Source: an optimization exercise on an open RTL-to-GDS flow (aim: small area, a short achievable clock period and few clock cycles). Production flows keep margins and buffers that such runs may drop. The RTL was checked by simulation tests, not by an equivalence proof against the original design. No activity file was given, so power comes from the tool's default toggle rates.

### flow/design.v
package gcne_pkg;
    localparam int INDEX_W     = 31;
    localparam int COORD_OUT_W = 10;
    localparam int CFG_REG_W   = 11;
    localparam int APB_DATA_W  = 32;
    localparam int APB_ADDR_W  = 4;
    localparam int NUM_SLOTS   = 27;
    localparam int SLOT_W      = 5;
    localparam int PLANE_SLOTS = 9;
    typedef logic [1:0] t_cfg_reg;
    localparam logic [1:0] REG_SIZE_I = 2'd0;
    localparam logic [1:0] REG_SIZE_J = 2'd1;
    localparam logic [1:0] REG_SIZE_K = 2'd2;
    typedef logic [1:0] t_off;
    localparam logic [1:0] OFF_ZERO = 2'd0;
    localparam logic [1:0] OFF_DEC  = 2'd1;
    localparam logic [1:0] OFF_INC  = 2'd2;
    typedef struct packed {
        t_off di;
        t_off dj;
        t_off dk;
    } t_slot_off;
    typedef struct packed {
        logic dec_i;
        logic inc_i;
        logic dec_j;
        logic inc_j;
        logic dec_k;
        logic inc_k;
    } t_nbr_flags;
    function automatic t_slot_off center_offset(logic [3:0] sub);
        t_slot_off o;
        case (sub)
            4'd0:    o = {OFF_ZERO, OFF_ZERO, OFF_ZERO};
            4'd1:    o = {OFF_ZERO, OFF_ZERO, OFF_INC};
            4'd2:    o = {OFF_ZERO, OFF_ZERO, OFF_DEC};
            4'd3:    o = {OFF_ZERO, OFF_INC, OFF_ZERO};
            4'd4:    o = {OFF_ZERO, OFF_INC, OFF_DEC};
            4'd5:    o = {OFF_ZERO, OFF_INC, OFF_INC};
            4'd6:    o = {OFF_ZERO, OFF_DEC, OFF_ZERO};
            4'd7:    o = {OFF_ZERO, OFF_DEC, OFF_DEC};
            4'd8:    o = {OFF_ZERO, OFF_DEC, OFF_INC};
            default: o = {OFF_ZERO, OFF_ZERO, OFF_ZERO};
        endcase
        center_offset = o;
    endfunction
    function automatic t_slot_off side_offset(logic [3:0] sub, t_off di);
        t_slot_off o;
        case (sub)
            4'd0:    o = {di, OFF_ZERO, OFF_ZERO};
            4'd1:    o = {di, OFF_DEC, OFF_ZERO};
            4'd2:    o = {di, OFF_DEC, OFF_DEC};
            4'd3:    o = {di, OFF_DEC, OFF_INC};
            4'd4:    o = {di, OFF_ZERO, OFF_DEC};
            4'd5:    o = {di, OFF_INC, OFF_ZERO};
            4'd6:    o = {di, OFF_INC, OFF_DEC};
            4'd7:    o = {di, OFF_INC, OFF_INC};
            4'd8:    o = {di, OFF_ZERO, OFF_INC};
            default: o = {di, OFF_ZERO, OFF_ZERO};
        endcase
        side_offset = o;
    endfunction
    function automatic t_slot_off slot_offset(int s);
        t_slot_off o;
        if (s < PLANE_SLOTS) o = center_offset(4'(s));
        else if (s < 2 * PLANE_SLOTS) o = side_offset(4'(s - PLANE_SLOTS), OFF_DEC);
        else o = side_offset(4'(s - 2 * PLANE_SLOTS), OFF_INC);
        slot_offset = o;
    endfunction
    function automatic logic axis_ok(t_off o, logic dec_ok, logic inc_ok);
        logic r;
        case (o)
            OFF_DEC: r = dec_ok;
            OFF_INC: r = inc_ok;
            default: r = 1'b1;
        endcase
        axis_ok = r;
    endfunction
    function automatic logic slot_allowed(t_slot_off o, t_nbr_flags f);
        slot_allowed = axis_ok(o.di, f.dec_i, f.inc_i) &
               axis_ok(o.dj, f.dec_j, f.inc_j) &
               axis_ok(o.dk, f.dec_k, f.inc_k);
    endfunction
    function automatic logic [2:0] off_val(t_off o);
        logic [2:0] r;
        case (o)
            OFF_DEC: r = 3'b111;
            OFF_INC: r = 3'b001;
            default: r = 3'b000;
        endcase
        off_val = r;
    endfunction
endpackage
module gcne_front #(
    parameter int MAX_DIM = 1024
) (
    input  logic                               i_clk,
    input  logic                               i_rst_n,
    input  logic                               i_req_valid,
    output logic                               o_req_ready,
    input  logic [gcne_pkg::INDEX_W-1:0]       i_req_cell_index,
    input  logic [$clog2(MAX_DIM)-1:0]         i_last_i,    
    input  logic [$clog2(MAX_DIM)-1:0]         i_last_j,
    input  logic [$clog2(MAX_DIM)-1:0]         i_last_k,
    input  logic                               i_size_zero,   
    input  logic                               i_cfg_wr,
    output logic                               o_job_valid,
    input  logic                               i_job_ready,
    input  logic                               i_job_busy,
    output logic                               o_job_ok,
    output gcne_pkg::t_nbr_flags               o_job_flags,
    output logic [$clog2(MAX_DIM)-1:0]         o_job_i,
    output logic [$clog2(MAX_DIM)-1:0]         o_job_j,
    output logic [$clog2(MAX_DIM)-1:0]         o_job_k
);
    localparam int CW = $clog2(MAX_DIM);
    localparam int SW = $clog2(MAX_DIM + 1);
    localparam int NW = $clog2(3 * CW + 1);
    function automatic logic [NW-1:0] bit_len(logic [CW-1:0] m);
        logic [NW-1:0] r;
        r = '0;
        for (int b = 0; b < CW; b++) begin
            if (m[b]) r = NW'(b + 1);
        end
        bit_len = r;
    endfunction
    logic [CW-1:0]   last_i;
    logic [CW-1:0]   last_j;
    logic [CW-1:0]   last_k;
    assign last_i = i_last_i;
    assign last_j = i_last_j;
    assign last_k = i_last_k;
    logic            r_dirty;    
    logic [NW-1:0]   r_wm1;      
    logic            r_wm1_z;    
    logic            r_zero;     
    logic [NW-1:0]   nbits;
    assign nbits = bit_len(last_i) + bit_len(last_j) + bit_len(last_k);
    always_ff @(posedge i_clk) begin
        if (!i_rst_n) begin
            r_dirty <= 1'b1;
        end else begin
            r_dirty <= i_cfg_wr;
        end
        r_wm1   <= (nbits == '0) ? '0 : nbits - NW'(1);
        r_wm1_z <= (nbits <= NW'(1));
        r_zero  <= i_size_zero;
    end
    logic            r_act;      
    logic [NW-1:0]   r_cnt;      
    logic            r_cnt_z;    
    logic            r_hi;       
    logic [NW-1:0]   sel;
    logic            last_tok;
    logic [gcne_pkg::INDEX_W-1:0] high_mask;
    logic            fetch;
    logic            stall;
    logic            r_a_valid;
    logic            r_a_bit;
    logic            r_a_first;
    logic            r_a_last;
    logic            r_a_rej;
    logic            a_free;
    logic            r_c_done;
    logic            r_rej_pend;   
    logic            b_hold;
    logic            r_b_valid;
    logic            r_b_last;
    always_comb begin
        for (int b = 0; b < gcne_pkg::INDEX_W; b++) begin
            high_mask[b] = (NW'(b) > r_wm1);
        end
    end
    always_ff @(posedge i_clk) begin
        r_hi <= r_zero || ((i_req_cell_index & high_mask) != '0);
    end
    assign sel      = r_act ? r_cnt : r_wm1;
    assign last_tok = r_act ? (r_cnt_z || r_hi) : r_wm1_z;
    assign a_free      = !r_a_valid || (!stall && !b_hold);
    assign o_req_ready = last_tok && !r_dirty &&
                         (!r_a_valid || ((!r_c_done || (!i_job_busy && !r_rej_pend)) && !b_hold));
    assign fetch       = i_req_valid && !r_dirty && a_free && (!last_tok || o_req_ready);
    always_ff @(posedge i_clk) begin
        if (!i_rst_n) begin
            r_act <= 1'b0;
        end else if (fetch) begin
            r_act <= !last_tok;
        end
    end
    always_ff @(posedge i_clk) begin
        if (fetch) begin
            r_cnt   <= (r_act ? r_cnt : r_wm1) - NW'(1);
            r_cnt_z <= ((r_act ? r_cnt : r_wm1) == NW'(1));
        end
    end
    always_ff @(posedge i_clk) begin
        if (!i_rst_n) begin
            r_a_valid <= 1'b0;
        end else if (a_free) begin
            r_a_valid <= fetch;
        end
    end
    always_ff @(posedge i_clk) begin
        if (fetch) begin
            r_a_bit   <= i_req_cell_index[sel];
            r_a_first <= !r_act;
            r_a_last  <= last_tok;
            r_a_rej   <= r_act ? r_hi : (r_zero || (i_req_cell_index[gcne_pkg::INDEX_W-1:1] != '0));
        end
    end
    logic            r_b_q;
    logic            r_b_first;
    logic            r_b_rej;
    logic [CW-1:0]   r_rem_j;
    logic [SW-1:0]   t1;
    logic [SW:0]     d1;
    assign t1 = {(r_a_first ? CW'(0) : r_rem_j), r_a_bit};
    assign d1 = {1'b0, t1} + {2'b11, ~last_j};
    assign b_hold = r_a_first && r_b_valid && r_b_last;
    always_ff @(posedge i_clk) begin
        if (!i_rst_n) begin
            r_b_valid <= 1'b0;
        end else if (!stall) begin
            r_b_valid <= r_a_valid && !b_hold;
        end
    end
    always_ff @(posedge i_clk) begin
        if (!stall && r_a_valid && !b_hold) begin
            r_rem_j   <= CW'(d1[SW] ? t1 : d1[SW-1:0]);
            r_b_q     <= !d1[SW];
            r_b_first <= r_a_first;
            r_b_last  <= r_a_last;
            r_b_rej   <= r_a_rej;
        end
    end
    logic [CW-1:0]   r_rem_i;
    logic [CW-1:0]   r_k;
    logic            r_ovf;
    logic            r_c_rej;
    logic [SW-1:0]   t2;
    logic [SW:0]     d2;
    logic            q2;
    logic [CW-1:0]   k_prev;
    logic            step_c;
    assign t2      = {(r_b_first ? CW'(0) : r_rem_i), r_b_q};
    assign d2      = {1'b0, t2} + {2'b11, ~last_i};
    assign q2      = !d2[SW];
    assign k_prev  = r_b_first ? CW'(0) : r_k;
    logic            c_ok;
    logic            convert;
    assign c_ok    = !r_c_rej && !r_ovf && (r_k <= last_k);
    assign convert = r_c_done && !c_ok && !r_rej_pend && !i_job_ready;
    assign stall   = r_c_done && !((i_job_ready && !r_rej_pend) || convert);
    always_ff @(posedge i_clk) begin
        if (!i_rst_n) begin
            r_rej_pend <= 1'b0;
        end else begin
            r_rej_pend <= convert || (r_rej_pend && !i_job_ready);
        end
    end
    assign step_c = r_b_valid && !stall;
    always_ff @(posedge i_clk) begin
        if (!i_rst_n) begin
            r_c_done <= 1'b0;
        end else if (!stall) begin
            r_c_done <= r_b_valid && r_b_last;
        end
    end
    always_ff @(posedge i_clk) begin
        if (step_c) begin
            r_rem_i <= CW'(q2 ? d2[SW-1:0] : t2);
            r_k     <= {k_prev[CW-2:0], q2};
            r_ovf   <= (!r_b_first && r_ovf) || k_prev[CW-1];
            r_c_rej <= r_b_rej;
        end
    end
    assign o_job_valid       = r_c_done || r_rej_pend;
    assign o_job_ok          = c_ok && !r_rej_pend;
    assign o_job_i           = r_rem_i;
    assign o_job_j           = r_rem_j;
    assign o_job_k           = r_k;
    assign o_job_flags.dec_i = (r_rem_i != '0);
    assign o_job_flags.inc_i = (r_rem_i != last_i);
    assign o_job_flags.dec_j = (r_rem_j != '0);
    assign o_job_flags.inc_j = (r_rem_j != last_j);
    assign o_job_flags.dec_k = (r_k != '0);
    assign o_job_flags.inc_k = (r_k != last_k);
endmodule
module gcne_back #(
    parameter int COORD_W = 10
) (
    input  logic                 i_clk,
    input  logic                 i_rst_n,
    input  logic                 i_job_valid,
    output logic                 o_job_ready,
    input  logic                 i_job_ok,
    input  gcne_pkg::t_nbr_flags i_job_flags,
    input  logic [COORD_W-1:0]   i_job_i,
    input  logic [COORD_W-1:0]   i_job_j,
    input  logic [COORD_W-1:0]   i_job_k,
    output logic                 o_res_valid,
    input  logic                 i_res_ready,
    output logic [gcne_pkg::COORD_OUT_W-1:0] o_res_cell_i,
    output logic [gcne_pkg::COORD_OUT_W-1:0] o_res_cell_j,
    output logic [gcne_pkg::COORD_OUT_W-1:0] o_res_cell_k,
    output logic                 o_res_valid_res,
    output logic                 o_res_last
);
    localparam int PS = gcne_pkg::PLANE_SLOTS;
    typedef struct packed {
        gcne_pkg::t_slot_off off;     
        logic [8:0]          step;    
        logic                last;    
    } t_walk;
    function automatic logic [3:0] plane_jk(logic is_side, int p);
        gcne_pkg::t_slot_off o;
        o = is_side ? gcne_pkg::side_offset(4'(p), gcne_pkg::OFF_ZERO)
                    : gcne_pkg::center_offset(4'(p));
        plane_jk = {o.dj, o.dk};
    endfunction
    function automatic logic jk_ok(logic [3:0] jk, gcne_pkg::t_nbr_flags f);
        jk_ok = gcne_pkg::axis_ok(jk[3:2], f.dec_j, f.inc_j) &
                gcne_pkg::axis_ok(jk[1:0], f.dec_k, f.inc_k);
    endfunction
    function automatic logic [2:0] off_step(gcne_pkg::t_off a, gcne_pkg::t_off b);
        logic [2:0] r;
        case ({a, b})
            {gcne_pkg::OFF_ZERO, gcne_pkg::OFF_DEC}:  r = 3'b111;
            {gcne_pkg::OFF_ZERO, gcne_pkg::OFF_INC}:  r = 3'b001;
            {gcne_pkg::OFF_DEC,  gcne_pkg::OFF_ZERO}: r = 3'b001;
            {gcne_pkg::OFF_DEC,  gcne_pkg::OFF_INC}:  r = 3'b010;
            {gcne_pkg::OFF_INC,  gcne_pkg::OFF_ZERO}: r = 3'b111;
            {gcne_pkg::OFF_INC,  gcne_pkg::OFF_DEC}:  r = 3'b110;
            default:                                  r = 3'b000;
        endcase
        off_step = r;
    endfunction
    function automatic t_walk walk(gcne_pkg::t_slot_off c, gcne_pkg::t_nbr_flags f);
        t_walk          w;
        logic           side;
        logic [3:0]     pos;
        logic [PS-1:0]  cand;
        logic           found;
        logic           two;
        logic           jk_any;
        side   = (c.di != gcne_pkg::OFF_ZERO);
        jk_any = f.dec_j | f.inc_j | f.dec_k | f.inc_k;
        pos    = '0;
        for (int p = 0; p < PS; p++) begin
            if ({c.dj, c.dk} == plane_jk(side, p)) pos = 4'(p);
        end
        for (int p = 0; p < PS; p++) begin
            cand[p] = (4'(p) > pos) && jk_ok(plane_jk(side, p), f);
        end
        found = 1'b0;
        two   = 1'b0;
        w.off = '0;
        for (int p = 0; p < PS; p++) begin
            if (cand[p]) begin
                if (found) two = 1'b1;
                else w.off = {c.di, plane_jk(side, p)};
                found = 1'b1;
            end
        end
        if (found) begin
            w.last = !two &&
                     !((c.di == gcne_pkg::OFF_ZERO) && (f.dec_i || f.inc_i)) &&
                     !((c.di == gcne_pkg::OFF_DEC) && f.inc_i);
        end else begin
            w.off  = {((c.di == gcne_pkg::OFF_ZERO) && f.dec_i) ? gcne_pkg::OFF_DEC
                                                                : gcne_pkg::OFF_INC,
                      gcne_pkg::OFF_ZERO, gcne_pkg::OFF_ZERO};
            w.last = !jk_any && !((w.off.di == gcne_pkg::OFF_DEC) && f.inc_i);
        end
        w.step = {off_step(c.di, w.off.di), off_step(c.dj, w.off.dj), off_step(c.dk, w.off.dk)};
        walk = w;
    endfunction
    function automatic logic [COORD_W-1:0] add_step(logic [COORD_W-1:0] x, logic [2:0] d);
        add_step = x + {{(COORD_W-3){d[2]}}, d};
    endfunction
    logic                   r_valid;
    logic                   r_last;
    logic                   r_vres;
    logic [COORD_W-1:0]     r_i;
    logic [COORD_W-1:0]     r_j;
    logic [COORD_W-1:0]     r_k;
    gcne_pkg::t_nbr_flags   r_flags;
    gcne_pkg::t_slot_off    r_noff;     
    logic [8:0]             r_nstep;    
    logic                   r_nlast;    
    t_walk                  w_run;
    t_walk                  w_load;
    t_walk                  w;
    logic                   adv;
    logic                   more;
    logic                   step;
    logic                   load;
    assign w_run  = walk(r_noff, r_flags);
    assign w_load = walk('0, i_job_flags);
    assign w      = more ? w_run : w_load;
    assign adv         = !r_valid || i_res_ready;
    assign more        = r_valid && !r_last;
    assign step        = adv && more;
    assign o_job_ready = adv && !more;
    assign load        = i_job_valid && o_job_ready;
    assign o_res_valid     = r_valid;
    assign o_res_cell_i    = r_i;
    assign o_res_cell_j    = r_j;
    assign o_res_cell_k    = r_k;
    assign o_res_valid_res = r_vres;
    assign o_res_last      = r_last;
    always_ff @(posedge i_clk) begin
        if (!i_rst_n) begin
            r_valid <= 1'b0;
        end else if (adv) begin
            r_valid <= more || i_job_valid;
        end
    end
    always_ff @(posedge i_clk) begin
        if (step) begin
            r_last  <= r_nlast;
            r_i     <= add_step(r_i, r_nstep[8:6]);
            r_j     <= add_step(r_j, r_nstep[5:3]);
            r_k     <= add_step(r_k, r_nstep[2:0]);
            r_noff  <= w.off;
            r_nstep <= w.step;
            r_nlast <= w.last;
        end else if (load) begin
            r_flags <= i_job_flags;
            r_vres  <= i_job_ok;
            r_last  <= !i_job_ok || (i_job_flags == '0);
            r_i     <= i_job_ok ? i_job_i : '0;
            r_j     <= i_job_ok ? i_job_j : '0;
            r_k     <= i_job_ok ? i_job_k : '0;
            r_noff  <= w.off;
            r_nstep <= w.step;
            r_nlast <= w.last;
        end
    end
endmodule
module grid_cell_neighbor_enumerator #(
    parameter int MAX_DIM = 1024
) (
    input  logic                            i_clk,
    input  logic                            i_rst_n,
    input  logic                            req_valid,
    output logic                            req_ready,
    input  logic [gcne_pkg::INDEX_W-1:0]    req_cell_index,
    output logic                            res_valid,
    input  logic                            res_ready,
    output logic [gcne_pkg::COORD_OUT_W-1:0] res_cell_i,
    output logic [gcne_pkg::COORD_OUT_W-1:0] res_cell_j,
    output logic [gcne_pkg::COORD_OUT_W-1:0] res_cell_k,
    output logic                            res_valid_res,
    output logic                            res_last,
    input  logic                            psel,
    input  logic                            penable,
    input  logic                            pwrite,
    input  logic [gcne_pkg::APB_ADDR_W-1:0] paddr,
    input  logic [gcne_pkg::APB_DATA_W-1:0] pwdata,
    output logic [gcne_pkg::APB_DATA_W-1:0] prdata,
    output logic                            pready
);
    localparam int CW = $clog2(MAX_DIM);
    localparam int SW = $clog2(MAX_DIM + 1);
    logic [gcne_pkg::CFG_REG_W-1:0] r_szm_i;
    logic [gcne_pkg::CFG_REG_W-1:0] r_szm_j;
    logic [gcne_pkg::CFG_REG_W-1:0] r_szm_k;
    logic [gcne_pkg::CFG_REG_W-1:0] wr_m;
    logic [CW-1:0]        last_i;
    logic [CW-1:0]        last_j;
    logic [CW-1:0]        last_k;
    logic                 size_zero;
    logic                 cfg_wr;
    gcne_pkg::t_cfg_reg   cfg_sel;
    logic                 job_valid;
    logic                 job_ready;
    logic                 job_ok;
    gcne_pkg::t_nbr_flags job_flags;
    logic [CW-1:0]        job_i;
    logic [CW-1:0]        job_j;
    logic [CW-1:0]        job_k;
    assign pready  = 1'b1;
    assign cfg_wr  = psel && penable && pwrite;
    assign cfg_sel = paddr[3:2];
    assign wr_m = pwdata[gcne_pkg::CFG_REG_W-1:0] - gcne_pkg::CFG_REG_W'(1);
    always_ff @(posedge i_clk) begin
        if (!i_rst_n) begin
            r_szm_i <= '0;
            r_szm_j <= '0;
            r_szm_k <= '0;
        end else if (cfg_wr) begin
            case (cfg_sel)
                gcne_pkg::REG_SIZE_I: r_szm_i <= wr_m;
                gcne_pkg::REG_SIZE_J: r_szm_j <= wr_m;
                gcne_pkg::REG_SIZE_K: r_szm_k <= wr_m;
                default: begin
                end
            endcase
        end
    end
    logic [gcne_pkg::CFG_REG_W-1:0] r_rdata;
    logic [gcne_pkg::CFG_REG_W-1:0] rd_m;
    always_comb begin
        case (cfg_sel)
            gcne_pkg::REG_SIZE_I: rd_m = r_szm_i;
            gcne_pkg::REG_SIZE_J: rd_m = r_szm_j;
            gcne_pkg::REG_SIZE_K: rd_m = r_szm_k;
            default:    rd_m = '1;
        endcase
    end
    always_ff @(posedge i_clk) begin
        r_rdata <= rd_m + gcne_pkg::CFG_REG_W'(1);
    end
    assign prdata = gcne_pkg::APB_DATA_W'(r_rdata);
    function automatic logic [CW-1:0] clamp_last(logic [gcne_pkg::CFG_REG_W-1:0] m);
        clamp_last = (m >= gcne_pkg::CFG_REG_W'(MAX_DIM)) ? CW'(MAX_DIM - 1) : m[CW-1:0];
    endfunction
    assign last_i    = clamp_last(r_szm_i);
    assign last_j    = clamp_last(r_szm_j);
    assign last_k    = clamp_last(r_szm_k);
    assign size_zero = (r_szm_i == '1) || (r_szm_j == '1) || (r_szm_k == '1);
    gcne_front #(
        .MAX_DIM (MAX_DIM)
    ) u_front (
        .i_clk            (i_clk),
        .i_rst_n          (i_rst_n),
        .i_req_valid      (req_valid),
        .o_req_ready      (req_ready),
        .i_req_cell_index (req_cell_index),
        .i_last_i         (last_i),
        .i_last_j         (last_j),
        .i_last_k         (last_k),
        .i_size_zero      (size_zero),
        .i_cfg_wr         (cfg_wr),
        .o_job_valid      (job_valid),
        .i_job_ready      (job_ready),
        .i_job_busy       (res_valid),
        .o_job_ok         (job_ok),
        .o_job_flags      (job_flags),
        .o_job_i          (job_i),
        .o_job_j          (job_j),
        .o_job_k          (job_k)
    );
    gcne_back #(
        .COORD_W (CW)
    ) u_back (
        .i_clk           (i_clk),
        .i_rst_n         (i_rst_n),
        .i_job_valid     (job_valid),
        .o_job_ready     (job_ready),
        .i_job_ok        (job_ok),
        .i_job_flags     (job_flags),
        .i_job_i         (job_i),
        .i_job_j         (job_j),
        .i_job_k         (job_k),
        .o_res_valid     (res_valid),
        .i_res_ready     (res_ready),
        .o_res_cell_i    (res_cell_i),
        .o_res_cell_j    (res_cell_j),
        .o_res_cell_k    (res_cell_k),
        .o_res_valid_res (res_valid_res),
        .o_res_last      (res_last)
    );
endmodule
### flow/flow/run.sh
#!/bin/bash
# The standard layout, with the port buffers inserted as the smallest buffer cell
# (resizing then sizes them up where timing needs it). Every input and output port
# still gets its own buffer.
set -euo pipefail
export BUFFER_PORTS_ARGS="-buffer_cell sky130_fd_sc_hd__buf_1"
bash standard.sh finish > standard_flow.log 2>&1
### flow/standard.sh
#!/bin/bash
# synth_recipe.tcl (not shown) runs the flow's synth.tcl, then flattens the netlist and writes it again
# the make line also repeats each setting of config.mk as NAME=value (left out here)
make -C /OpenROAD-flow-scripts/flow DESIGN_CONFIG=/design/flow/config.mk WORK_HOME=/design/flow/orfs CLKGATE_MAP_FILE= SYNTH_SCRIPT=/design/flow/synth_recipe.tcl "${@:-finish}"
### flow/config.mk
export PLATFORM = sky130hd
export DESIGN_NAME = grid_cell_neighbor_enumerator
export DESIGN_NICKNAME = grid_cell_neighbor_enumerator
export VERILOG_FILES = /design/flow/design.v
export SDC_FILE = /design/flow/constraint.sdc
export NUM_CORES = 4
export LEC_CHECK = 0
export ABC_AREA = 1
export CAP_MARGIN = 20
export CORE_MARGIN = 2
export CORE_UTILIZATION = 48
export CTS_BUF_LIST = sky130_fd_sc_hd__clkbuf_4 sky130_fd_sc_hd__clkbuf_8
export SETUP_SLACK_MARGIN = 4.9
export SLEW_MARGIN = 20
### flow/constraint.sdc
create_clock -name core_clock -period 8.0 [get_ports {i_clk}]
set_input_delay 1.6000 -clock core_clock [delete_from_list [all_inputs] [get_ports {i_clk}]]
set_output_delay 1.6000 -clock core_clock [all_outputs]
set_load 0.01 [all_outputs]
==> results of run 1 <==
## worst min-delay path by stage
stage,to,slack [ns],start,cells past startpoint
global route,u_front.r_c_rej,0.45,u_front.r_b_rej,0
finish,u_front.r_c_rej,0.43,u_front.r_b_rej,0
floorplan,u_front.r_b_last,0.40,u_front.r_a_last,0
CTS,u_front.r_c_rej,0.43,u_front.r_b_rej,0
detailed placement,u_front.r_c_rej,0.41,u_front.r_b_rej,0
global placement,u_front.r_c_rej,0.40,u_front.r_b_rej,0
## layout by cell type, fill, tap and decap left out, types with 10 or more instances in the layout
cell type    n
xor2_1      52
nor4_1      16
o21ai_0    135
a21oi_1    101
conb_1      22
nand3_1     58
ha_1        66
buf_1       92
o32ai_1     12
buf_4       21
xnor2_1     12
dfxtp_1     46
clkbuf_8    17
nor2_1     182
nand2_1    207
nand4_1     20
inv_1      207
edfxtp_1   100
o21ai_1     11
nor3_1      22
o31ai_1     10
nor2_4      10
## logic make-up after synthesis
| kind of cell | synth area share |
|---|---|
| and+or+nand+nor | 0.2279 |
| AOI/OAI and AO/OA | 0.1628 |
| buffers and inverters | 0.1011 |
| DFF | 0.3652 |
| adders and majority gates | 0.09174 |
| xor gates and xnor gates | 0.05046 |
| other | 0.0006556 |
## flip-flops by register name (all words and copies together), names as in the netlist, 6 cells and up
name	count
u_back.r_nstep	9
u_front.r_rem_j	10
u_back.r_i	10
r_szm_i	11
u_front.r_rem_i	10
u_back.r_k	10
u_front.r_k	10
r_rdata	11
r_szm_k	11
u_back.r_noff	6
u_back.r_flags	6
u_back.r_j	10
r_szm_j	11
## layer usage
layer | up-vias | GRT usage
met4 | 0 | 0.05920
met5 | - | 0
met2 | 285 | 0.3874
met3 | 35 | 0.03729
met1 | 4746 | 0.3336
li1 | 5211 | -
## metrics by stage
stage          hold WS, ns  instances  setup slack [ns]
6_report            0.4262       1929             4.936
5_1_grt             0.4507       1929             4.839
4_1_cts             0.4280       1914             4.725
3_5_place_dp        0.4071       1878             4.177
3_3_place_gp        0.4032       1877             4.226
2_1_floorplan       0.4003       1514             4.777
## area by class of cell
class / instances / area share
timing repair buffer: 119 / 0.04315
clock buffer: 17 / 0.01813
multi-input combinational: 1073 / 0.4997
timing repair inverter: 4 / 0.001939
clock inverter: 15 / 0.01280
tap: 319 / 0.03093
sequential: 159 / 0.3269
inverter: 223 / 0.06652
## power by group through the flow
stage	clock network (uW)	registers (uW)	logic [uW]
floorplan	0	958	408
global placement	0	988	497
detailed placement	0	986	503
CTS	637	966	510
global route	676	971	622
finish	626	966	542
## what timing repair did
item | in CTS | in global routing
cloned | 0 | 4
pin swaps | 0 | 15
buffers inserted | 4 | 11
setup endpoints to repair | 46 | 84
resized for setup | 8 | 74
==> run summary, run 1 <==
Placer Congestion 0.9762; Syn. warnings 3; Worst Clk Skew 0.01935 ns; Tot Pwr 2134 uW; DP Area 12120 um^2; ANT cells 0; DR iter-0 viols 822; RSZ-0062 raised after global routing true; total grt overflow 0; Min-Delay Path Class reg -> reg; slowest CP cell edfxtp_1; CTS sink cnt between 150 and 200; Slew HR 0.4668; routed wl met2 13820 um; WL met1 13920 um; Core Box Area approximately 23000 um^2; Die W 158.5 um; Area contributors post-synth edfxtp_1 (26%), dfxtp_1 (10%), ha_1 (7.4%), inv_1 (7.0%), nand2_1 (6.9%); most frequent cell after synthesis inv_1; register share of total power 0.453; Worst Setup EP req_ready; # rows 56; worst path cell trace buf_6 > nand3_4 > a21oi_2 > nor2_2 > buf_2; CP startpoint u_front.r_a_first; critical path startpoint category flop; syn avg cell area 7.668 um^2; number of global-route vias before repair roughly 9.4k; worst-path maximum fanout 2; largest net degree at the start of global routing 34; Max Freq 326.3 MHz; Initial Util 0.4881; Critical Path AT 1.46 ns; Nets 1749; Final Hold Viols 0; Die Y 158.5 um; initial antenna violation count 0; clock latency on the worst-skew pair 0.48 ns; area delta synth->final 12.64%; WS Path Type reg -> out; Synth top area share 0.2621; FF-to-FF End u_front.r_wm1[4]; TritonRoute pass-1 iters 5; Worst R2R Path Depth 15; status no timing/DRC/antenna violations; crit-path max cell delay between 0.4 and 0.5 ns; port bufs 95; Int Pwr between 1000 and 1500 uW; Syn Inst Count 1494; CP endpoint kind primary output; CTS Buffer Depth 2; Clk network pwr share 0.293; register area share after synthesis 0.3652; Hold-fix buffers, CTS 0; top layer reached by signal wires met4; P_leak 0.005482 uW; routed via count ~10k; PwrDens around 170 nW/um^2; post-route ant nets 0; fin crit period 3.064 ns; hpwl dp about 22000 um; layout cells sized above 1 0.1093; Critical Path Stages 5; Post-synth EDFFs 100; CTS tree built; Synth area leader edfxtp_1; switch share 0.3454; Vias/cell 5.328; WL/cell between 15 and 20 um; final setup vio count 0; Die Area 25120 um^2; Maximum Capacitance Violations 0; CP bufs+invs 2; Core Util, Final 0.5497; dominant synthesized flop cell edfxtp_1; Multi-input gate area between 6000 and 7000 um^2; Netlist cell types 58; Max Slew Vio Count 0; Clock Pin Slew Worst Setup and Hold Paths 0.09 ns; Reg area around 4200 um^2; reg2reg start r_szm_i[10]; switching pwr around 740 uW; total track usage 0.2384; metal3 WL 1515 um; routed wire length 29680 um; Cell Area, Synth 11460 um^2; worst-margin pin slew 0.7989 ns; Synth async-reset ratio 0; Logic pwr share 0.254; r2r setup slk 5.02 ns; maximum VDD drop 0.1398 mV; #FFs+latches synth 159; first-pass GRT wire length around 47000 um; fillers 2297; top cells by count, synth inv_1 (214), nand2_1 (210), nor2_1 (195); CTS H-tree lvls 4; Final Instance Area roughly 13000 um^2; I/O pin cnt about 140; CTS Buf Count 17; cell family with the largest share of critical-path delay flip-flops; Worst Path Required 6.40 ns; period utilization 0.3830; clk root buf clkbuf_8; drc violations 0; setup_tns 0 ns
Testbench counts, summed over its fixed seeds: cycles 126,644.
==> run 2, diff against run 1 <==
--- a/flow/config.mk
+++ b/flow/config.mk
@@ -8,7 +8,7 @@
 export ABC_AREA = 1
 export CAP_MARGIN = 20
 export CORE_MARGIN = 2
-export CORE_UTILIZATION = 48
+export CORE_UTILIZATION = 70
 export CTS_BUF_LIST = sky130_fd_sc_hd__clkbuf_4 sky130_fd_sc_hd__clkbuf_8
 export SETUP_SLACK_MARGIN = 4.9
 export SLEW_MARGIN = 20
==> run summary, run 2 <==
status no timing/DRC/antenna violations (unchanged); reg2reg start r_szm_i[10] (unchanged); WL/cell 16.21 um (was 15.39 um); DR iter-0 viols 990 (was 822); hpwl dp 21670 um (was 22450 um); Die Area 17410 um^2 (was 25120 um^2); ANT cells 0 (unchanged); Post-synth EDFFs 100 (unchanged); Hold-fix buffers, CTS 0 (unchanged); Placer Congestion 0.9896 (was 0.9762); Final Hold Viols 0 (unchanged); Netlist cell types 58 (unchanged); #FFs+latches synth 159 (unchanged); drc violations 0 (unchanged); clock latency on the worst-skew pair 0.47 ns (was 0.48 ns); Core Box Area 15940 um^2 (was 23470 um^2); Die W 131.9 um (was 158.5 um); Min-Delay Path Class reg -> reg (unchanged); CTS tree built (unchanged); crit-path max cell delay 0.41 ns (was 0.42 ns); DP Area 11980 um^2 (was 12120 um^2); Syn. warnings 3 (unchanged); dpl ws 4.176 ns (was 4.177 ns); syn avg cell area 7.668 um^2 (unchanged); area delta synth->final 11.86% (was 12.64%); Final Non-Filler Cells 1827 (was 1929); register area share after synthesis 0.3652 (unchanged); Worst Path Required 6.40 ns (about the same); maximum VDD drop 0.2013 mV (was 0.1398 mV); RSZ-0062 raised after global routing true (unchanged); port bufs 95 (unchanged); CTS sink cnt 159 (unchanged); Synth area leader edfxtp_1 (unchanged); initial antenna violation count 0 (unchanged); slowest CP cell dfxtp_4 (was edfxtp_1); final worst setup slack 4.955 ns (was 4.936 ns); layout cells sized above 1 0.1049 (was 0.1093); routed wire length 29620 um (was 29680 um); Nets 1751 (was 1749); FF-to-FF End u_front.r_wm1[4] (unchanged); Placed Cells 1774 (was 1878); PwrDens 168.3 nW/um^2 (was 165.4 nW/um^2); Maximum Capacitance Violations 0 (unchanged); Synth top area share 0.2621 (unchanged); fin crit period 3.045 ns (was 3.064 ns); I/O pin cnt 141 (unchanged); CTS Buf Count 17 (unchanged); worst path cell trace nor2_1 > a21oi_2 > nand2_1 > nor2_1 > buf_1 (was buf_6 > nand3_4 > a21oi_2 > nor2_2 > buf_2); Core Util, Final 0.8038 (was 0.5497); Area contributors post-synth edfxtp_1 (26%), dfxtp_1 (10%), ha_1 (7.4%), inv_1 (7.0%), nand2_1 (6.9%) (unchanged); Worst Hold Path EP u_front.r_b_last (was u_front.r_c_rej); Max Freq 328.4 MHz (was 326.3 MHz); worst hold stages 0 (unchanged); CTS Buffer Depth 2 (unchanged); Reg area 4199 um^2 (was 4218 um^2); worst-path maximum fanout 11 (was 2); CP startpoint u_front.r_act (was u_front.r_a_first); CP endpoint kind primary output (unchanged); hold wc startpoint u_front.r_a_last (was u_front.r_b_rej); final setup vio count 0 (unchanged); highest-count cells in the layout ignoring fill and taps inv_1 (207), nand2_1 (207), nor2_1 (180) (was inv_1 (207), nand2_1 (207), nor2_1 (182)); # rows 46 (was 56); largest net degree at the start of global routing 48 (was 34); number of global-route vias before repair 9760 (was 9357); P_leak 0.005500 uW (was 0.005482 uW); most frequent cell after synthesis inv_1 (unchanged); top cells by count, synth inv_1 (214), nand2_1 (210), nor2_1 (195) (unchanged); Vias/cell 5.924 (was 5.328); Synth async-reset ratio 0 (unchanged); Syn Inst Count 1494 (unchanged); dominant synthesized flop cell edfxtp_1 (unchanged); Final Instance Area 12810 um^2 (was 12900 um^2); Worst Clk Skew 0.01372 ns (was 0.01935 ns); Clock Pin Slew Worst Setup and Hold Paths 0.08 ns (was 0.09 ns); clk root buf clkbuf_8 (unchanged); Multi-input gate area 6460 um^2 (was 6447 um^2); fillers 1138 (was 2297); TritonRoute pass-1 iters 6 (was 5); worst-margin pin slew 0.8069 ns (was 0.7989 ns); first-pass GRT wire length 46520 um (was 47120 um); setup_tns 0 ns (unchanged); total grt overflow 0 (unchanged); Critical Path AT 1.44 ns (was 1.46 ns); CTS H-tree lvls 4 (unchanged); WS Path Type reg -> out (unchanged); r2r setup slk 4.99 ns (was 5.02 ns); Slew HR 0.4615 (was 0.4668); cell mode on critical path nor2_1; period utilization 0.3806 (was 0.3830); total track usage 0.3292 (was 0.2384); critical path startpoint category flop (unchanged); Cell Area, Synth 11460 um^2 (unchanged); Initial Util 0.7186 (was 0.4881); Worst R2R Path Depth 15 (unchanged); routed via count 10.82k (was 10.28k); Die Y 131.9 um (was 158.5 um); post-route ant nets 0 (unchanged); Max Slew Vio Count 0 (unchanged)
-- run 2: changes by cell type in the layout (fill, tap and decap cells not counted), moves of 2 or more --
cell	before	now
clkbuf_8	17	22
buf_2	3	1
dfxtp_1	46	51
a21oi_2	8	4
clkbuf_4	1	5
a21oi_1	101	104
dfxtp_4	7	2
nor2_1	182	180
buf_12	1	3
o21ai_2	2	0
inv_4	5	3
o21ai_1	11	13
inv_6	8	0
-- run 2: metal layers --
| metal | GRT usage | vias to the layer above | share of wire |
|---|---|---|---|
| met2 | 0.5249 | 597 | 0.46 |
| met5 | 0 | - | 0 |
| met1 | 0.4446 | 4925 | 0.42 |
| met4 | 0.1558 | 0 | 0.037 |
| met3 | 0.04767 | 87 | 0.085 |
| li1 | - | 5215 | - |
-- run 2: critical path: cells and delay by family (launching register included) --
| family | cells | cell delay (ns) |
|---|---|---|
| compound gates | 1 | 0.16 |
| flops | 1 | 0.41 |
| simple gates | 3 | 0.25 |
| buf+inv | 1 | 0.16 |
-- run 2: kinds of logic after synthesis --
logic type	share of synthesized area
AND/OR/NAND/NOR	0.2279
other	0.0006556
flip-flops	0.3652
XOR/XNOR	0.05046
AO/OA/AOI/OAI	0.1628
adder cells (fa/ha/maj)	0.09174
buffers and inverters	0.1011
-- run 2: worst max-delay path by stage --
stage,end
after floorplan,r_rdata[10]
after global placement,r_rdata[10]
after detailed placement,r_rdata[10]
after CTS,req_ready
after global routing,u_front.r_rem_j[9]
final,req_ready
-- run 2: metrics by stage --
| step | hold slack [ns] | total power (uW) |
|---|---|---|
| 2_1_floorplan | 0.4003 | 1367 |
| 3_3_place_gp | 0.4025 | 1472 |
| 3_5_place_dp | 0.4189 | 1486 |
| 4_1_cts | 0.4224 | 2102 |
| 5_1_grt | 0.4381 | 2267 |
| 6_report | 0.4226 | 2157 |
-- run 2: power breakdown --
part	internal (uW)	total (uW)	switching, uW
clock	331	624	293
sequential	920	969	49.4
combinational	205	564	359
-- run 2: layout make-up --
class | count | share of cell area
clock buffer | 26 | 0.02597
clock inverter | 5 | 0.006151
inverter | 223 | 0.06678
multi-input combinational | 1073 | 0.5041
sequential | 159 | 0.3277
tap | 216 | 0.02109
timing repair buffer | 121 | 0.04648
timing repair inverter | 4 | 0.001757
-- run 2: repair_timing --
action,in CTS,in global routing
pin swaps,0,19
endpoints found under the hold margin,0,0
buffers inserted,5,13
cloned,0,4
gates resized for setup,19,52
endpoints found under the setup margin,121,134
==> run 3, diff against run 2 <==
--- a/flow/config.mk
+++ b/flow/config.mk
@@ -8,7 +8,7 @@
 export ABC_AREA = 1
 export CAP_MARGIN = 20
 export CORE_MARGIN = 2
-export CORE_UTILIZATION = 70
+export CORE_UTILIZATION = 62
 export CTS_BUF_LIST = sky130_fd_sc_hd__clkbuf_4 sky130_fd_sc_hd__clkbuf_8
-export SETUP_SLACK_MARGIN = 4.9
+export SETUP_SLACK_MARGIN = 4.8
 export SLEW_MARGIN = 20
==> run summary, run 3 <==
Post-synth EDFFs 100 (unchanged); Hold-fix buffers, CTS 0 (unchanged); Placer Congestion 0.9626 (was 0.9896); Cell Area, Synth 11460 um^2 (unchanged); PwrDens 168.7 nW/um^2 (was 168.3 nW/um^2); Min-Delay Path Class reg -> reg (unchanged); WL/cell 15.71 um (was 16.21 um); top cells by count, synth inv_1 (214), nand2_1 (210), nor2_1 (195) (unchanged); Syn. warnings 3 (unchanged); CTS Buf Count 17 (unchanged); port bufs 95 (unchanged); RSZ-0062 raised after global routing false (was true); dominant synthesized flop cell edfxtp_1 (unchanged); total track usage 0.2966 (was 0.3292); Die Area 19580 um^2 (was 17410 um^2); TritonRoute pass-1 iters 5 (was 6); Netlist cell types 58 (unchanged); reg2reg start r_szm_i[10] (unchanged); P_leak 0.005462 uW (was 0.005500 uW); initial antenna violation count 0 (unchanged); Nets 1744 (was 1751); number of global-route vias before repair 9691 (was 9760); hold wc startpoint u_front.r_b_rej (was u_front.r_a_last); Synth async-reset ratio 0 (unchanged); Max Freq 323.6 MHz (was 328.4 MHz); Max Slew Vio Count 0 (unchanged); post-route ant nets 0 (unchanged); r2r setup slk 5.01 ns (was 4.99 ns); Synth top area share 0.2621 (unchanged); total grt overflow 0 (unchanged); area delta synth->final 10.42% (was 11.86%); CTS H-tree lvls 4 (unchanged); syn avg cell area 7.668 um^2 (unchanged); Syn Inst Count 1494 (unchanged); final setup vio count 0 (unchanged); CTS sink cnt 159 (unchanged); Slew HR 0.3143 (was 0.4615); most frequent cell after synthesis inv_1 (unchanged); Vias/cell 5.726 (was 5.924); period utilization 0.3863 (was 0.3806); most common cell after layout, fill and taps aside inv_1; highest-count cells in the layout ignoring fill and taps inv_1 (210), nand2_1 (208), nor2_1 (186) (was inv_1 (207), nand2_1 (207), nor2_1 (180)); I/O pin cnt 141 (unchanged); Initial Util 0.6356 (was 0.7186); CP startpoint u_front.r_act (unchanged); routed wire length 28810 um (was 29620 um); fin crit period 3.090 ns (was 3.045 ns); Core Box Area 18020 um^2 (was 15940 um^2); worst-path maximum fanout 11 (unchanged); # rows 49 (was 46); CTS Buffer Depth 2 (unchanged); Hold WS 0.4179 ns (was 0.4226 ns); largest net degree at the start of global routing 46 (was 48); Worst Clk Skew 0.01721 ns (was 0.01372 ns); clock latency on the worst-skew pair 0.48 ns (was 0.47 ns); Critical Path AT 1.49 ns (was 1.44 ns); critical path startpoint category flop (unchanged); Die Y 139.9 um (was 131.9 um); ANT cells 0 (unchanged); drc violations 0 (unchanged); setup_tns 0 ns (unchanged); maximum VDD drop 0.1715 mV (was 0.2013 mV); first-pass GRT wire length 47230 um (was 46520 um); layout cells sized above 1 0.08660 (was 0.1049); CP endpoint kind primary output (unchanged); Worst Path Required 6.40 ns (about the same); WS Path Type reg -> out (unchanged); Die W 139.9 um (was 131.9 um); Clock Pin Slew Worst Setup and Hold Paths 0.09 ns (was 0.08 ns); DR iter-0 viols 851 (was 990); Final Hold Viols 0 (unchanged); Synth area leader edfxtp_1 (unchanged); #FFs+latches synth 159 (unchanged); clk root buf clkbuf_8 (unchanged); Area contributors post-synth edfxtp_1 (26%), dfxtp_1 (10%), ha_1 (7.4%), inv_1 (7.0%), nand2_1 (6.9%) (unchanged); hpwl dp 22000 um (was 21670 um); register area share after synthesis 0.3652 (unchanged); CTS tree built (unchanged); routed via count 10.50k (was 10.82k); status no timing/DRC/antenna violations (unchanged); Maximum Capacitance Violations 0 (unchanged); worst-margin pin slew 1.027 ns (was 0.8069 ns)
==> run 3: cell counts after synthesis <==
No cell type changed its count.
==> run 3: logic make-up (layout without fill, tap and decap cells) <==
group                    count (synthesis)  in the layout  synth area share
adder cells (fa/ha/maj)                 78             78           0.09174
AO/OA/AOI/OAI                          330            330            0.1628
flip-flops                             159            159            0.3652
XOR/XNOR                                66             66           0.05046
AND/OR/NAND/NOR                        577            577            0.2279
buffers and inverters                  282            373            0.1011
other                                    2             22         0.0006556
==> run 3: repair_timing <==
item | in CTS | in global routing
buffers inserted | 2 | 12
resized for setup | 11 | 30
pin swaps | 0 | 7
cloned | 0 | 1
endpoints found under the setup margin | 88 | 50
==> run 3: layer usage <==
| metal | up-vias | global-route usage | share of wire |
|---|---|---|---|
| met4 | 0 | 0.09842 | 0.021 |
| li1 | 5213 | - | - |
| met3 | 44 | 0.03692 | 0.071 |
| met5 | - | 0 | 0 |
| met1 | 4839 | 0.4154 | 0.45 |
| met2 | 405 | 0.4811 | 0.46 |
==> run 3: worst paths after layout <==
check | to | depth (start not counted)
worst max-delay path | req_ready | 5
worst min-delay path | u_front.r_c_rej | 0
worst max register to register | u_front.r_wm1[4] | 15
worst min register to register | u_front.r_c_rej | 0
==> run 3: area by class of cell <==
type / instances / area, um^2
Inverter: 223 / 855.8
Sequential cell: 159 / 4197
Timing Repair Buffer: 117 / 551.8
Clock buffer: 21 / 289.0
Timing Repair inverter: 1 / 5.005
Tap cell: 229 / 286.5
Clock inverter: 11 / 123.9
Fill cell: 1575 / 5375
Multi-Input combinational cell: 1073 / 6341
==> run 3: worst max-delay path: stages, from the launching register on <==
cell	delay (ns)
dfxtp_4	0.41
nor2_1	0.08
a21oi_2	0.19
nand2_1	0.08
nor2_1	0.11
buf_1	0.15
==> run 3: per-stage QoR <==
| step | area [um^2] | utilization | total power [uW] | setup slack (ns) | cells |
|---|---|---|---|---|---|
| 6_report | 12650 | 0.7018 | 2134 | 4.910 | 1834 |
| 5_1_grt | 12650 | 0.7018 | 2255 | 4.803 | 1834 |
| 4_1_cts | 12430 | 0.6896 | 2117 | 4.800 | 1821 |
| 3_5_place_dp | 11980 | 0.6645 | 1489 | 4.102 | 1787 |
| 3_3_place_gp | 11980 | 0.6645 | 1479 | 4.205 | 1787 |
| 2_1_floorplan | 11610 | - | 1366 | 4.777 | 1514 |
==> run 3: power breakdown <==
| group | internal, uW | leakage, uW | switching, uW |
|---|---|---|---|
| clock | 314 | 0.000220 | 320 |
| combinational | 190 | 0.00384 | 343 |
| sequential | 920 | 0.00140 | 48.2 |
==> run 4, diff against run 3 <==
==> flow/run.sh (new file) <==
#!/bin/bash
# synth_recipe.tcl (not shown) runs the flow's synth.tcl, then flattens the netlist and writes it again
# the make line also repeats each setting of config.mk as NAME=value (left out here)
make -C /OpenROAD-flow-scripts/flow DESIGN_CONFIG=/design/flow/config.mk WORK_HOME=/design/flow/orfs CLKGATE_MAP_FILE= SYNTH_SCRIPT=/design/flow/synth_recipe.tcl finish
--- a/flow/config.mk
+++ b/flow/config.mk
@@ -5,10 +5,9 @@
 export SDC_FILE = /design/flow/constraint.sdc
 export NUM_CORES = 4
 export LEC_CHECK = 0
-export ABC_AREA = 1
 export CAP_MARGIN = 20
 export CORE_MARGIN = 2
-export CORE_UTILIZATION = 62
+export CORE_UTILIZATION = 55
 export CTS_BUF_LIST = sky130_fd_sc_hd__clkbuf_4 sky130_fd_sc_hd__clkbuf_8
-export SETUP_SLACK_MARGIN = 4.8
+export SETUP_SLACK_MARGIN = 4.7
 export SLEW_MARGIN = 20
removed: flow/flow/run.sh
removed: flow/standard.sh
==> run summary, run 4 <==
status no timing/DRC/antenna violations (unchanged); CP endpoint kind flop (was primary output); total grt overflow 0 (unchanged); Syn Inst Count 1275 (was 1494); first-pass GRT wire length 47180 um (was 47230 um); period utilization 0.4102 (was 0.3863); Synth async-reset ratio 0 (unchanged); multiplexer share of the synthesized area 0.04362 (was 0); Die Y 148.6 um (was 139.9 um); P_leak 0.005282 uW (was 0.005462 uW); worst-margin pin slew 1.055 ns (was 1.027 ns); Maximum Capacitance Violations 0 (unchanged); drc violations 0 (unchanged); Synth Area in XOR/XNOR 0.06243 (was 0.05046); Final Instance Area 13590 um^2 (was 12650 um^2); Final Hold Viols 0 (unchanged); CTS sink cnt 159 (unchanged); WL/cell 17.98 um (was 15.71 um); Worst Clk Skew 0.02306 ns (was 0.01721 ns); initial antenna violation count 0 (unchanged); maximum VDD drop 0.1522 mV (was 0.1715 mV); dominant synthesized flop cell edfxtp_1 (unchanged); Nets 1535 (was 1744); WS Path Type in -> reg (was reg -> out); total track usage 0.2692 (was 0.2966); Worst R2R Path Depth 10 (was 15); dpl ws 3.684 ns (was 4.102 ns); ANT cells 0 (unchanged); top cells by count, synth nor2_1 (149), edfxtp_1 (100), nand2_1 (89) (was inv_1 (214), nand2_1 (210), nor2_1 (195)); routed wire length 29960 um (was 28810 um); Initial Util 0.5649 (was 0.6356); Die W 148.6 um (was 139.9 um); most common cell after layout, fill and taps aside nor2_1 (was inv_1); most frequent cell after synthesis nor2_1 (was inv_1); highest-count cells in the layout ignoring fill and taps nor2_1 (145), edfxtp_1 (100), clkdlybuf4s50_1 (92) (was inv_1 (210), nand2_1 (208), nor2_1 (186)); DP Area 12540 um^2 (was 11980 um^2); Critical Path AT 3.49 ns (was 1.49 ns); Area contributors post-synth edfxtp_1 (26%), dfxtp_1 (10%), ha_1 (7.4%), nor2_1 (4.9%), xnor2_1 (3.7%) (was edfxtp_1 (26%), dfxtp_1 (10%), ha_1 (7.4%), inv_1 (7.0%), nand2_1 (6.9%)); CTS tree built (unchanged); TritonRoute pass-1 iters 5 (unchanged); Worst Path Required 8.21 ns (was 6.40 ns); Syn. warnings 3 (unchanged); Netlist cell types 83 (was 58); area delta synth->final 18.15% (was 10.42%); clock latency on the worst-skew pair 0.47 ns (was 0.48 ns); worst-path maximum fanout 14 (was 11); register area share after synthesis 0.3637 (was 0.3652); DR iter-0 viols 787 (was 851); Die Area 22090 um^2 (was 19580 um^2); PwrDens 162.2 nW/um^2 (was 168.7 nW/um^2); # rows 52 (was 49); largest family of logic cells by synthesized area compound AO/OA/AOI/OAI gates (was simple AND/OR/NAND/NOR gates); CTS Buf Count 17 (unchanged); Min-Delay Path Class reg -> reg (unchanged); clk root buf clkbuf_8 (unchanged); post-route ant nets 0 (unchanged); critical path startpoint category primary input (was flop); Vias/cell 5.936 (was 5.726); routed via count 9890 (was 10.50k); Max Slew Vio Count 0 (unchanged); Core Util, Final 0.6674 (was 0.7018); layout cells sized above 1 0.1454 (was 0.08660); Synth top area share 0.2610 (was 0.2621); syn avg cell area 9.022 um^2 (was 7.668 um^2); final setup vio count 0 (unchanged); Max Freq 304.7 MHz (was 323.6 MHz); #FFs+latches synth 159 (unchanged); Hold WS 0.4234 ns (was 0.4179 ns); Synth area leader edfxtp_1 (unchanged); worst hold stages 0 (unchanged); setup_tns 0 ns (unchanged); RSZ-0062 raised after global routing true (was false); hpwl dp 21640 um (was 22000 um); fin crit period 3.281 ns (was 3.090 ns); number of global-route vias before repair 9037 (was 9691); Placer Congestion 0.9180 (was 0.9626); port bufs 95 (unchanged); Cell Area, Synth 11500 um^2 (was 11460 um^2); post-synthesis simple-gate area fraction 0.1800 (was 0.2279); post-synthesis compound-gate area fraction 0.1958 (was 0.1628); Clock Pin Slew Worst Setup and Hold Paths 0.09 ns (about the same); final worst setup slack 4.719 ns (was 4.910 ns); Post-synth EDFFs 100 (unchanged); I/O pin cnt 141 (unchanged); largest net degree at the start of global routing 46 (unchanged); Core Box Area 20360 um^2 (was 18020 um^2); Synth Area in Adders 0.09310 (was 0.09174); Slew HR 0.2767 (was 0.3143); Hold-fix buffers, CTS 0 (unchanged); CTS Buffer Depth 2 (unchanged); CTS H-tree lvls 4 (unchanged)
[run 4: cell types whose count changed after synthesis, sizes merged, moves of 38 or more]
cell,change
inv,-148
nand2,-130
o21ai,-108
a21oi,-60
nor2,-53
a211oi,+45
o22ai,+38
[run 4: repair_timing]
| item | 4_1_cts | 5_1_grt |
|---|---|---|
| setup buffers | 10 | 36 |
| cloned | 2 | 0 |
| endpoints found under the setup margin | 119 | 80 |
| pin swaps | 4 | 15 |
| gates resized for setup | 37 | 58 |
[run 4: final timing paths]
kind	endpoint	slack [ns]	from
setup / recovery	u_front.r_rem_j[6]	4.72	res_ready
hold / removal	u_front.r_b_last	0.42	u_front.r_a_last
setup reg to reg	u_front.r_rem_j[6]	4.73	r_szm_k[10]
hold reg to reg	u_front.r_b_last	0.42	u_front.r_a_last
[run 4: stage by stage]
step                      instances  total power [uW]
after floorplan                1295              1397
after global placement         1586              1541
after detailed placement       1586              1551
after CTS                      1630              2180
after global routing           1666              2315
final                          1666              2205
[run 4: routing by layer]
layer / track usage / wire [um]
met5: 0 / 0
met4: 0.07429 / 496
met3: 0.03313 / 1305
met2: 0.4523 / 14570
met1: 0.3688 / 13590
[run 4: where the power goes]
group | switching, uW | total (uW) | internal [uW] | leakage, uW
sequential | 62.8 | 986 | 923 | 0.00141
combinational | 313 | 591 | 278 | 0.00366
clock | 331 | 628 | 297 | 0.000213
[run 4: layout make-up]
| type | count | area, um^2 |
|---|---|---|
| multi-input cells | 983 | 6980 |
| fillers | 1694 | 6773 |
| flip-flops and latches | 159 | 4210 |
| repair buffers | 150 | 1380 |
| well taps | 270 | 337.8 |
| inverters | 72 | 275.3 |
| clock buffers | 19 | 255.2 |
| clock inverters | 13 | 152.6 |
[run 4: cell families (layout without fill, tap and decap cells)]
family / after synthesis / in the layout
XOR/XNOR: 82 / 82
other: 2 / 22
AND/OR/NAND/NOR: 435 / 436
adder cells (fa/ha/maj): 80 / 80
AO/OA/AOI/OAI: 318 / 319
multiplexers: 44 / 44
buffers and inverters: 155 / 254
flip-flops: 159 / 159
[run 4: critical path, stage by stage]
cell             delay, ns
clkdlybuf4s50_1       0.53
a21boi_1              0.35
nand3_1               0.17
o21ai_2               0.40
a31oi_1               0.14
and2_4                0.27
==> run 5, diff against run 4 <==
--- a/flow/design.v
+++ b/flow/design.v
@@ -484,20 +484,18 @@
     assign cfg_wr  = psel && penable && pwrite;
     assign cfg_sel = paddr[3:2];
     assign wr_m = pwdata[gcne_pkg::CFG_REG_W-1:0] - gcne_pkg::CFG_REG_W'(1);
+    logic [gcne_pkg::CFG_REG_W-1:0] sz_d;
+    logic                           ld_i;
+    logic                           ld_j;
+    logic                           ld_k;
+    assign sz_d = i_rst_n ? wr_m : '0;
+    assign ld_i = !i_rst_n || (cfg_wr && (cfg_sel == gcne_pkg::REG_SIZE_I));
+    assign ld_j = !i_rst_n || (cfg_wr && (cfg_sel == gcne_pkg::REG_SIZE_J));
+    assign ld_k = !i_rst_n || (cfg_wr && (cfg_sel == gcne_pkg::REG_SIZE_K));
     always_ff @(posedge i_clk) begin
-        if (!i_rst_n) begin
-            r_szm_i <= '0;
-            r_szm_j <= '0;
-            r_szm_k <= '0;
-        end else if (cfg_wr) begin
-            case (cfg_sel)
-                gcne_pkg::REG_SIZE_I: r_szm_i <= wr_m;
-                gcne_pkg::REG_SIZE_J: r_szm_j <= wr_m;
-                gcne_pkg::REG_SIZE_K: r_szm_k <= wr_m;
-                default: begin
-                end
-            endcase
-        end
+        if (ld_i) r_szm_i <= sz_d;
+        if (ld_j) r_szm_j <= sz_d;
+        if (ld_k) r_szm_k <= sz_d;
     end
     logic [gcne_pkg::CFG_REG_W-1:0] r_rdata;
     logic [gcne_pkg::CFG_REG_W-1:0] rd_m;
==> flow/flow/run.sh (new file) <==
#!/bin/bash
# The standard layout, with the port buffers inserted as the smallest buffer cell
# (resizing then sizes them up where timing needs it). Every input and output port
# still gets its own buffer.
set -euo pipefail
export BUFFER_PORTS_ARGS="-buffer_cell sky130_fd_sc_hd__buf_1"
bash standard.sh finish > standard_flow.log 2>&1
==> flow/standard.sh (new file) <==
#!/bin/bash
# synth_recipe.tcl (not shown) runs the flow's synth.tcl, then flattens the netlist and writes it again
# the make line also repeats each setting of config.mk as NAME=value (left out here)
make -C /OpenROAD-flow-scripts/flow DESIGN_CONFIG=/design/flow/config.mk WORK_HOME=/design/flow/orfs CLKGATE_MAP_FILE= SYNTH_SCRIPT=/design/flow/synth_recipe.tcl "${@:-finish}"
--- a/flow/config.mk
+++ b/flow/config.mk
@@ -5,9 +5,10 @@
 export SDC_FILE = /design/flow/constraint.sdc
 export NUM_CORES = 4
 export LEC_CHECK = 0
+export ABC_AREA = 1
 export CAP_MARGIN = 20
 export CORE_MARGIN = 2
 export CORE_UTILIZATION = 55
 export CTS_BUF_LIST = sky130_fd_sc_hd__clkbuf_4 sky130_fd_sc_hd__clkbuf_8
-export SETUP_SLACK_MARGIN = 4.7
+export SETUP_SLACK_MARGIN = 4.9
 export SLEW_MARGIN = 20
removed: flow/run.sh
==> run summary, run 5 <==
#FFs+latches synth 159 (unchanged); Worst Path Required 8.37 ns (was 8.21 ns); critical path startpoint category flop (was primary input); register share of total power 0.476 (was 0.447); Critical Path AT 3.52 ns (was 3.49 ns); period utilization 0.3936 (was 0.4102); Maximum Capacitance Violations 0 (unchanged); Die Y 147.1 um (was 148.6 um); Initial Util 0.5583 (was 0.5649); drc violations 0 (unchanged); reg2reg start r_szm_i[10] (was r_szm_k[10]); largest net degree at the start of global routing 48 (was 46); Worst R2R Path Depth 15 (was 10); Vias/cell 5.482 (was 5.936); CP endpoint kind flop (unchanged); Min-Delay Path Class reg -> reg (unchanged); Max Slew Vio Count 0 (unchanged); worst-path maximum fanout 5 (was 14); status no timing/DRC/antenna violations (unchanged); register area share after synthesis 0.4009 (was 0.3637); # rows 52 (unchanged); number of global-route vias before repair 9253 (was 9037); hpwl dp 21500 um (was 21640 um); switch share 0.3525 (was 0.3205); Post-synth EDFFs 133 (was 100); cell mode on critical path inv_2; Synth top area share 0.3547 (was 0.2610); grt met2 use 0.4393 (was 0.4523); first-pass GRT wire length 45480 um (was 47180 um); post-route ant nets 0 (unchanged); Max Freq 317.6 MHz (was 304.7 MHz); Clk network pwr share 0.282 (was 0.285); Worst Clk Skew 0.01787 ns (was 0.02306 ns); met1 GRT Util 0.3496 (was 0.3688); Syn. warnings 3 (unchanged); Die W 147.1 um (was 148.6 um); port bufs 95 (unchanged); syn avg cell area 8.071 um^2 (was 9.022 um^2); Area contributors post-synth edfxtp_1 (35%), ha_1 (7.6%), nand2_1 (7.4%), inv_1 (6.3%), nor2_1 (6.3%) (was edfxtp_1 (26%), dfxtp_1 (10%), ha_1 (7.4%), nor2_1 (4.9%), xnor2_1 (3.7%)); most common cell after layout, fill and taps aside nand2_1 (was nor2_1); final worst setup slack 4.851 ns (was 4.719 ns); most frequent cell after synthesis nand2_1 (was nor2_1); final setup vio count 0 (unchanged); WS Path Type reg -> reg (was in -> reg); I/O pin cnt 141 (unchanged); Hold-fix buffers, CTS 0 (unchanged); total grt overflow 0 (unchanged); layout cells sized above 1 0.1339 (was 0.1454); CTS tree built (unchanged); Logic pwr share 0.242 (was 0.268); routed wire length 28810 um (was 29960 um); RSZ-0062 raised after global routing true (unchanged); Placer Congestion 0.9595 (was 0.9180); slowest CP cell fa_2 (was clkdlybuf4s50_1); switching pwr 748.9 uW (was 706.7 uW); fin crit period 3.149 ns (was 3.281 ns); dpl ws 4.074 ns (was 3.684 ns); ANT cells 0 (unchanged); r2r setup slk 4.85 ns (was 4.73 ns); GR peak layer met2 (unchanged); Core Box Area 20170 um^2 (was 20360 um^2); crit-path max cell delay 0.55 ns (was 0.53 ns); clk root buf clkbuf_8 (unchanged); met3 GRT Util 0.03571 (was 0.03313); Slew HR 0.3981 (was 0.2767); Cell Area, Synth 11260 um^2 (was 11500 um^2); clock latency on the worst-skew pair 0.48 ns (was 0.47 ns); setup_tns 0 ns (unchanged); highest-count cells in the layout ignoring fill and taps nand2_1 (219), inv_1 (179), nor2_1 (162) (was nor2_1 (145), edfxtp_1 (100), clkdlybuf4s50_1 (92)); CTS sink cnt 159 (unchanged); Die Area 21630 um^2 (was 22090 um^2); P_leak 0.005412 uW (was 0.005282 uW); total track usage 0.2625 (was 0.2692); CTS Buffer Depth 2 (unchanged); CTS H-tree lvls 4 (unchanged); Final Hold Viols 0 (unchanged); CP startpoint r_szm_i[10] (was res_ready); initial antenna violation count 0 (unchanged); Nets 1677 (was 1535); worst path cell trace buf_4 > nor2_2 > nand2_1 > a21oi_1 > nor2_2 > fa_1 > inv_2 > ha_4 > inv_2 > fa_2 > inv_2 > nor2_4 > nand2_2 > nor2_4 > nor2_1 (was clkdlybuf4s50_1 > a21boi_1 > nand3_1 > o21ai_2 > a31oi_1 > and2_4); WL/cell 15.93 um (was 17.98 um); worst-margin pin slew 0.8969 ns (was 1.055 ns); area delta synth->final 14.08% (was 18.15%); Syn Inst Count 1395 (was 1275); routed via count 9911 (was 9890); Netlist cell types 64 (was 83); Worst Setup EP u_front.r_wm1[4] (was u_front.r_rem_j[6]); DR iter-0 viols 652 (was 787); PwrDens 165.4 nW/um^2 (was 162.2 nW/um^2); maximum VDD drop 0.1345 mV (was 0.1522 mV); FF-to-FF End u_front.r_wm1[4] (was u_front.r_rem_j[6]); Synth area leader edfxtp_1 (unchanged); fillers 1833 (was 1694); top cells by count, synth nand2_1 (223), inv_1 (189), nor2_1 (189) (was nor2_1 (149), edfxtp_1 (100), nand2_1 (89)); Synth async-reset ratio 0 (unchanged); Clock Pin Slew Worst Setup and Hold Paths 0.10 ns (was 0.09 ns); CTS Buf Count 17 (unchanged); Int Pwr 1376 uW (was 1498 uW); TritonRoute pass-1 iters 6 (was 5); dominant synthesized flop cell edfxtp_1 (unchanged)
==> run 5: cell types whose count changed in the layout (fill, tap and decap cells not counted), moves of 30 or more <==
cell | before | now
nand2_1 | 85 | 219
inv_1 | 67 | 179
buf_1 | 0 | 92
clkdlybuf4s50_1 | 92 | 0
o21ai_0 | 39 | 105
xnor2_1 | 49 | 7
a211oi_1 | 42 | 2
edfxtp_1 | 100 | 133
nor2b_1 | 30 | 0
==> run 5: what timing repair did <==
item                                   4_1_cts  5_1_grt
gates cloned                                 1        6
buffers inserted                            19       14
setup endpoints to repair                  169      143
endpoints found under the hold margin        0        0
pin swaps                                   11       16
gates resized for setup                     55       45
==> run 5: worst min-delay path by stage <==
stage	to	slack [ns]	startpoint	cells after the start
floorplan	u_front.r_b_last	0.40	u_front.r_a_last	0
global placement	u_front.r_b_last	0.40	u_front.r_a_last	0
detailed placement	u_front.r_b_last	0.42	u_front.r_a_last	0
CTS	u_front.r_b_last	0.45	u_front.r_a_last	0
global route	u_front.r_b_last	0.45	u_front.r_a_last	0
finish	u_front.r_b_last	0.45	u_front.r_a_last	0
==> run 5: final cells by class <==
cell class | instances | area [um^2] | area share
multi-input cells | 1007 | 6112 | 0.4758
repair inverters | 4 | 25.02 | 0.001948
clock buffers | 17 | 234.0 | 0.01822
flip-flops and latches | 159 | 4519 | 0.3518
repair buffers | 135 | 688.2 | 0.05357
well taps | 270 | 337.8 | 0.02630
clock inverters | 15 | 157.7 | 0.01227
inverters | 201 | 770.7 | 0.06000
==> run 5: metrics by stage <==
stage          area (um^2)  hold slack [ns]  utilization  total power (uW)  instances
2_1_floorplan        11410           0.4003            -              1355       1415
3_3_place_gp         11840           0.4045       0.5872              1486       1736
3_5_place_dp         11840           0.4224       0.5872              1489       1736
4_1_cts              12540           0.4459       0.6217              2109       1788
5_1_grt              12840           0.4480       0.6368              2242       1808
6_report             12840           0.4511       0.6368              2125       1808
==> run 5: logic make-up (layout without fill, tap and decap cells) <==
family          count (synthesis)  after routing  synth area share
xor+xnor                       49             49           0.03812
buf+inv                       251            372           0.09268
simple gates                  576            578            0.2298
compound gates                280            280            0.1445
other cells                     2             22         0.0006670
fa+ha+maj                      78             78           0.09334
flops                         159            159            0.4009
==> run 5: metal layers <==
layer,wire (um),up-vias
li1,-,4985
met1,13050,4595
met2,13590,278
met3,1357,53
met4,810,0
met5,0,-
==> run 5: power groups by stage <==
stage                     Combinational, uW  Sequential (uW)  Clock, uW
after floorplan                         355             1000          0
after global placement                  453             1030          0
after detailed placement                458             1030          0
after CTS                               491             1010        610
after global routing                    578             1020        647
final                                   515             1010        598
==> run 5: worst max-delay path, delay by kind of cell, from the launching register on <==
family	cells	cell delay, ns
compound gates	1	0.16
fa+ha+maj	3	1.18
buf+inv	4	0.39
flops	1	0.49
simple gates	7	0.81
Testbench counts of run 5, summed over its fixed seeds: cycles 126,644.

==> port drivers added, routing unchanged <==
The flow's constraints put no driver on any port. The routed layouts listed below were extracted and timed again, unchanged, in two steps.
Step 1, drivers: a clkbuf_16 drives i_clk and a buf_2 each remaining input, both assumed.
Step 2, shift: input delay + t, output delay - t, t = (earliest + latest rising clock arrival at the registers) / 2. This alone moves slack from input paths to output paths.
Slacks: no drivers / after step 1 / after step 2; pairs: no drivers / after step 1.
| run | t (ns) | setup WS [ns] | hold slack, ns | latest minus earliest clock arrival (ns) | worst register clock-pin slew, ns |
|---|---|---|---|---|---|
| run 1 | 0.518 | 4.936 / 4.889 / 4.516 | 0.426 / 0.426 / 0.426 | 0.020 / 0.019 | 0.11 / 0.11 |
| run 2 | 0.504 | 4.955 / 4.917 / 4.513 | 0.423 / 0.423 / 0.423 | 0.014 / 0.015 | 0.09 / 0.09 |
| run 3 | 0.516 | 4.910 / 4.866 / 4.460 | 0.418 / 0.418 / 0.418 | 0.021 / 0.021 | 0.10 / 0.10 |
| run 4 | 0.504 | 4.719 / 4.689 / 4.231 | 0.423 / 0.423 / 0.423 | 0.024 / 0.023 | 0.10 / 0.10 |
| run 5 | 0.516 | 4.851 / 4.851 / 4.523 | 0.451 / 0.451 / 0.451 | 0.020 / 0.021 | 0.11 / 0.11 |
After both steps setup and hold are still met in every run listed. For run 4, which loses most, drivers alone change the setup slack by -0.030 ns; drivers and shift together by -0.488 ns.
